This design comes from an exercise in tuning for small area and a short achievable clock period on the open sky130 flow, not from production work.
No functional check of the RTL was part of this run.
No activity file was given, so power comes from the tool's default toggle rates.

## design.v

```verilog
module mem_responder_top (
    input  logic       clk,
    input  logic       rst,
    input  logic       req,
    input  logic       we,
    input  logic [7:0] addr,
    input  logic [7:0] wdata,
    output logic [7:0] rdata,
    output logic       ack,
    output logic       err,
    output logic       busy
);
    mem_responder #(.DW(8), .AW(8), .DEPTH(200), .WAIT(2)) u_resp (
        .clk(clk), .rst(rst), .req(req), .we(we), .addr(addr), .wdata(wdata),
        .rdata(rdata), .ack(ack), .err(err), .busy(busy));
endmodule

module mem_responder #(
    parameter int DW    = 8,
    parameter int AW    = 8,
    parameter int DEPTH = 256,
    parameter int WAIT  = 2
) (
    input  logic          clk,
    input  logic          rst,
    input  logic          req,
    input  logic          we,
    input  logic [AW-1:0] addr,
    input  logic [DW-1:0] wdata,
    output logic [DW-1:0] rdata,
    output logic          ack,
    output logic          err,
    output logic          busy
);
    localparam int NR = 67;
    logic       busy_q, ack_q, err_q;
    logic [1:0] st_q;            
    logic          we_q;
    logic [AW-1:0] addr_q;
    logic [DW-1:0] wdata_q;
    logic [DW-1:0] rdata_q;
    logic [1:0] ph_q;
    logic       wp1_q, pre_q;
    logic [DW-1:0] s0 [NR];      
    logic [DW-1:0] s1 [NR];
    logic [DW-1:0] s2 [NR];
    logic          hi, inr, stage2, accessing, commit, at_s2, preset;
    logic [1:0]    word;
    logic [2:0]    pos;
    logic [NR-1:0] rsel;
    logic [DW-1:0] rd, setd;
    assign hi   = (addr_q[7:6] == 2'b11);
    assign inr  = !hi || (addr_q[5:3] == 3'd0);
    always_comb begin
        if (!hi) word = addr_q[7:6];
        else case (addr_q[2:0])
            3'd0, 3'd3, 3'd6: word = 2'd0;
            3'd1, 3'd4, 3'd7: word = 2'd1;
            default:          word = 2'd2;
        endcase
    end
    for (genvar r = 0; r < 64; r++) begin : g_sel
        assign rsel[r] = !hi && (addr_q[5:0] == 6'(r));
    end
    assign rsel[64] = hi && (addr_q[5:3] == 3'd0) && (addr_q[2:0] <= 3'd2);
    assign rsel[65] = hi && (addr_q[5:3] == 3'd0) && (addr_q[2:0] >= 3'd3) && (addr_q[2:0] <= 3'd5);
    assign rsel[66] = hi && (addr_q[5:3] == 3'd0) && (addr_q[2:0] >= 3'd6);
    assign stage2    = busy_q && !ack_q && (st_q == 2'd2);
    assign accessing = busy_q && !ack_q && (st_q == 2'd3);
    assign commit    = accessing && !rst && we_q && inr;
    assign pos       = 3'(word) + 3'(ph_q);
    assign at_s2     = (pos == 3'd2) || (pos == 3'd5);
    assign preset    = we_q && inr && at_s2 && (((stage2 || accessing) && !rst) || wp1_q);
    assign setd      = (accessing && rst) ? rdata_q : wdata_q;
    always_ff @(posedge clk) begin
        ph_q  <= (ph_q >= 2'd2) ? 2'd0 : ph_q + 2'd1;
        wp1_q <= commit;
        pre_q <= preset;
    end
    always_ff @(posedge clk) begin
        if (rst) begin
            busy_q <= 1'b0;
            ack_q  <= 1'b0;
            err_q  <= 1'b0;
            st_q   <= 2'd0;
        end else if (!busy_q) begin
            if (req) begin
                busy_q <= 1'b1;
                st_q   <= 2'd1;
            end
        end else if (!ack_q) begin
            if (st_q == 2'd3) begin
                ack_q <= 1'b1;
                err_q <= !inr;
                st_q  <= 2'd0;
            end else begin
                st_q <= st_q + 2'd1;
            end
        end else if (!req) begin
            busy_q <= 1'b0;
            ack_q  <= 1'b0;
            err_q  <= 1'b0;
        end
    end
    always_ff @(posedge clk) begin
        if (!busy_q) begin
            we_q    <= we;
            addr_q  <= addr;
            wdata_q <= wdata;
        end
    end
    always_comb begin
        rd = '0;
        for (int r = 0; r < NR; r++)
            if (rsel[r]) rd = rd | s2[r];
    end
    always_ff @(posedge clk) begin
        if (!ack_q && at_s2) rdata_q <= rd;
    end
    for (genvar r = 0; r < NR; r++) begin : g_ring
        always_ff @(posedge clk) begin
            s0[r] <= ~(s2[r] | {DW{preset && rsel[r]}});
            s1[r] <= ~(s0[r] | ({DW{pre_q && rsel[r]}} & ~setd));
            s2[r] <= s1[r];
        end
    end
    assign rdata = rdata_q;
    assign ack   = ack_q;
    assign err   = err_q;
    assign busy  = busy_q;
endmodule
```

## run.sh

```bash
#!/bin/bash
# synth_recipe.tcl (not shown) runs the flow's synth.tcl, then flattens the netlist and writes it again
# the make line also repeats each setting of config.mk as NAME=value (left out here)
make -C /OpenROAD-flow-scripts/flow DESIGN_CONFIG=/design/flow/config.mk WORK_HOME=/design/flow/orfs CLKGATE_MAP_FILE= SYNTH_SCRIPT=/design/flow/synth_recipe.tcl finish
```

## config.mk

```make
export PLATFORM = sky130hd
export DESIGN_NAME = mem_responder_top
export DESIGN_NICKNAME = mem_responder_top
export VERILOG_FILES = /design/flow/design.v
export SDC_FILE = /design/flow/constraint.sdc
export NUM_CORES = 4
export LEC_CHECK = 0
export ABC_CLOCK_PERIOD_IN_PS = 2200
export CAP_MARGIN = 20
export CORE_MARGIN = 2
export CORE_UTILIZATION = 60
export SETUP_SLACK_MARGIN = 2.3
export SLEW_MARGIN = 20
```

## constraint.sdc

```tcl
create_clock -name core_clock -period 4.5 [get_ports {clk}]
set_input_delay 0.9000 -clock core_clock [delete_from_list [all_inputs] [get_ports {clk}]]
set_output_delay 0.9000 -clock core_clock [all_outputs]
set_load 0.01 [all_outputs]
```

==> out/metrics.cfg <==
[worst_setup_path]
r2r_cells = 10
required_ps = 4930
crit_path_frequent_cell = buf_12
worst-path-buf-inv = 5
crit_chain = buf_6 > buf_12 > buf_12 > buf_12 > nor4bb_4 > buf_12 > a32o_2 > a221oi_1 > nand3_1 > nand4b_1
critPathLaunchType = flip-flop
path_max_fanout = 22
worst_ep_arrival_time_ps = 3980
cp.depth = 10
worst-setup-path-type = flip-flop to flip-flop
crit_family = compound AO/OA/AOI/OAI gates
max_stage_delay_ps = 800
critical_path.slowest_cell = a221oi_1
end_kind = flip-flop

[die]
fp.dieH_um = 273
die_w_um = 273
die-area_um2 = 74700
core_um2 = 71600
ios = 31
start_util_pct = 60.8
fp-row-count = 98

[cts]
cts_buffers = 151
cts_tree = yes
cts-root-buf = clkbuf_16
cts_buffer_depth = 3
cts.sinks = 1642
clk_pin_slew_ps = 60
htreeDepth = 4
clk_latency_ps = 760
postCtsHoldBufs = 0

[routing]
via_per_inst = 6.21
firstDrtPassIters = 8
drc = 0
ant_nets = 0
routed_wl_mm = 158
drtIter0Drc = 4051
routedWlPerCell_um = 30.9
vias = 31700

[hold_path]
hold_class = flip-flop to flip-flop
hold_path_depth = 0

[final_layout]
multi_input_area_um2 = 12800
final.fill_count = 4094
nets = 4062
area_growth_pct = 32.7
instances_no_fill = 5101
utilization_pct = 80.7
design_area_um2 = 57800
drive_gt1_share_pct = 31.9
seq_area_um2 = 33100

[placed_design]
postPlaceCellArea_um2 = 45900
dp_hpwl_mm = 91.6
place_congestion = 0.962
portBuffers = 30
place_inst = 4517

[logic_synthesis]
synthSimpleGateAreaFrac_pct = 9.62
synth_flop_cell = dfxtp_1
seq_area_frac_synth_pct = 76.1
synth-xor-area-share_pct = 0
yosys-mux-area-fraction_pct = 0.233
synth_top_family_by_area = compound AO/OA/AOI/OAI gates
syn_inst = 3603
syn_area_per_cell_um2 = 12.1
syn_nets = 3628
ys_warn_count = 4
synth_seq_cells = 1642
syn_area_um2 = 43500
synth_fa_ha_area_share_pct = 0.161
synth_cell_types = 61
synth-edff-count = 25
synth_compound_area_share_pct = 12.0
ys_async_sr_fraction_pct = 0

[timing]
fin_crit_sh_pct = 78.8
grt_setup_unrepaired = true
finalSetupViolations = 0
tns_ps = 0
skew_ps = 22.4
slew-limit-headroom_pct = 32.4
hold_slack_ps = 315
fmax_mhz = 282
tightest_slew_ps = 1010
fin_crit_ps = 3540
final_hold_viol_count = 0
drv_slew = 0

[pwr]
p_sw_mw = 6.59
sequentialPowerShare_pct = 51.0
ir_drop_mv = 0.435
swShare_pct = 22.5
power.internal_mw = 22.6
p_leak_nw = 24.5
clockPowerShare_pct = 43.7
comb_power_share_pct = 5.3
p_per_area_nw_per_um2 = 506

[global_route]
antenna_found_initial = 4
grt_pass1_vias = 30600
grt_usage_pct = 40.7
overflow = 0
grt_pass1_wl_mm = 216
grt_max_degree = 50

[flow_run]
maxCapViolCount = 0

[outcome]
outcome = timing/DRC/antenna clean

==> final cells by class <==
cell class	instances	area share, %
Antenna cell	3	0.0130
Clock buffer	219	7.65
Clock inverter	45	0.955
Inverter	10	0.110
Multi-Input combinational cell	1754	22.2
Sequential cell	1642	57.4
Tap cell	950	2.06
Timing Repair Buffer	478	9.69
==> final timing paths <==
path / slack [ps] / start / end
worst max-delay path: 960 / u_resp.addr_q[1] / u_resp.rdata_q[4]
worst min-delay path: 320 / u_resp.s1[56][7] / u_resp.s2[56][7]
worst max register to register: 960 / u_resp.addr_q[1] / u_resp.rdata_q[4]
worst min register to register: 320 / u_resp.s1[56][7] / u_resp.s2[56][7]
==> placed cells by master (no fill, tap or decap), drive strengths merged, types with 31 or more instances in the layout <==
cell	synthesis	layout
nand3	36	36
buf	65	454
nand2	30	31
a22oi	116	116
clkbuf	134	222
dfxtp	1617	1617
nor3	85	85
clkinv	0	33
nor2	599	599
a21oi	564	564
==> metal layers <==
layer | track usage [%] | wire length [um] | vias up
met5 | 0 | 56 | -
met4 | 21.8 | 10200 | 4
met3 | 12.6 | 19600 | 534
met2 | 59.2 | 66700 | 2134
met1 | 54.7 | 61100 | 15700
li1 | - | - | 13300
==> kinds of logic (layout without fill, tap and decap cells) <==
group / Yosys count / after routing
multiplexers: 10 / 10
adder cells (fa/ha/maj): 5 / 5
AND/OR/NAND/NOR: 875 / 877
AO/OA/AOI/OAI: 862 / 862
flip-flops: 1642 / 1642
buffers and inverters: 209 / 752
other: 0 / 3
==> synthesized netlist by cell type (5+ instances only) <==
library cell,number,share of area (%)
a221oi_1,26,0.52
nor3_1,24,0.28
nor4_1,10,0.14
dfxtp_1,1617,74
o21ai_0,9,0.10
a32o_1,9,0.21
a22o_1,29,0.58
mux2i_1,9,0.21
o22ai_1,16,0.23
and3_1,26,0.37
a32oi_1,26,0.52
or4_1,5,0.086
buf_2,30,0.34
inv_1,8,0.069
or3_1,5,0.072
clkbuf_1,133,1.1
a222oi_1,25,0.57
nor4bb_1,6,0.14
nor2_1,599,5.2
nand2_1,30,0.26
nor3_2,61,1.4
nand4_1,11,0.16
a211oi_1,5,0.086
nand3_1,36,0.41
and2_1,28,0.40
a21oi_1,564,6.5
edfxtp_1,25,1.7
a22oi_1,116,2.0
a31oi_1,16,0.23
buf_1,31,0.27
==> sequential cells by signal (all words and copies together) (netlist names) <==
name,cells
u_resp.we_q,1
u_resp.rdata_q,8
u_resp.st_q,2
u_resp.s2,536
u_resp.busy_q,1
u_resp.s0,536
u_resp.wdata_q,8
u_resp.addr_q,8
u_resp.err_q,1
u_resp.ack_q,1
u_resp.pre_q,1
u_resp.ph_q,2
u_resp.wp1_q,1
u_resp.s1,536
==> timing repair <==
item,in CTS,in global routing
buffers inserted,209,88
cloned,17,3
hold endpoints to repair,0,0
resized for setup,578,440
pin swaps,138,133
endpoints found under the setup margin,1100,1043
==> stage by stage <==
stage	worst slack [ps]	power, mW
after floorplan	1150	15.6
after global placement	568	16.2
after detailed placement	464	16.2
after CTS	1140	29.0
after global routing	901	29.8
final	956	29.2
==> power by group through the flow <==
stage / logic, mW / registers [mW] / clock network (mW)
floorplan: 0.434 / 15.2 / 0
global placement: 0.986 / 15.2 / 0
detailed placement: 0.987 / 15.3 / 0
CTS: 1.32 / 14.9 / 12.8
global route: 1.53 / 14.9 / 13.4
finish: 1.54 / 14.9 / 12.8

[separate check: timing with driven ports]
In the flow no input, the clock included, has a driving cell. The finished layout below was timed again as built, in two steps. Step 1, drivers: a clkbuf_16 drives clk and a buf_2 each remaining input, both assumed. Step 2 also shifts input and output timing later by t, the mid clock arrival at the registers, as if the neighbouring blocks saw the same clock. Slacks: ideal ports / drivers / drivers and shift; pairs: ideal ports / drivers.
shift t [ns]: 0.820
setup WS [ns]: 0.956 / 0.956 / 0.956
worst setup path at the end: register to register
slew at the worst register clock pin (ns): 0.07 / 0.07
worst data-port slew with drivers (ns): 0.05
After both steps setup and hold are still met in this run. The setup slack of this run moves by 0.000 ns with the drivers and by 0.000 ns with both steps.
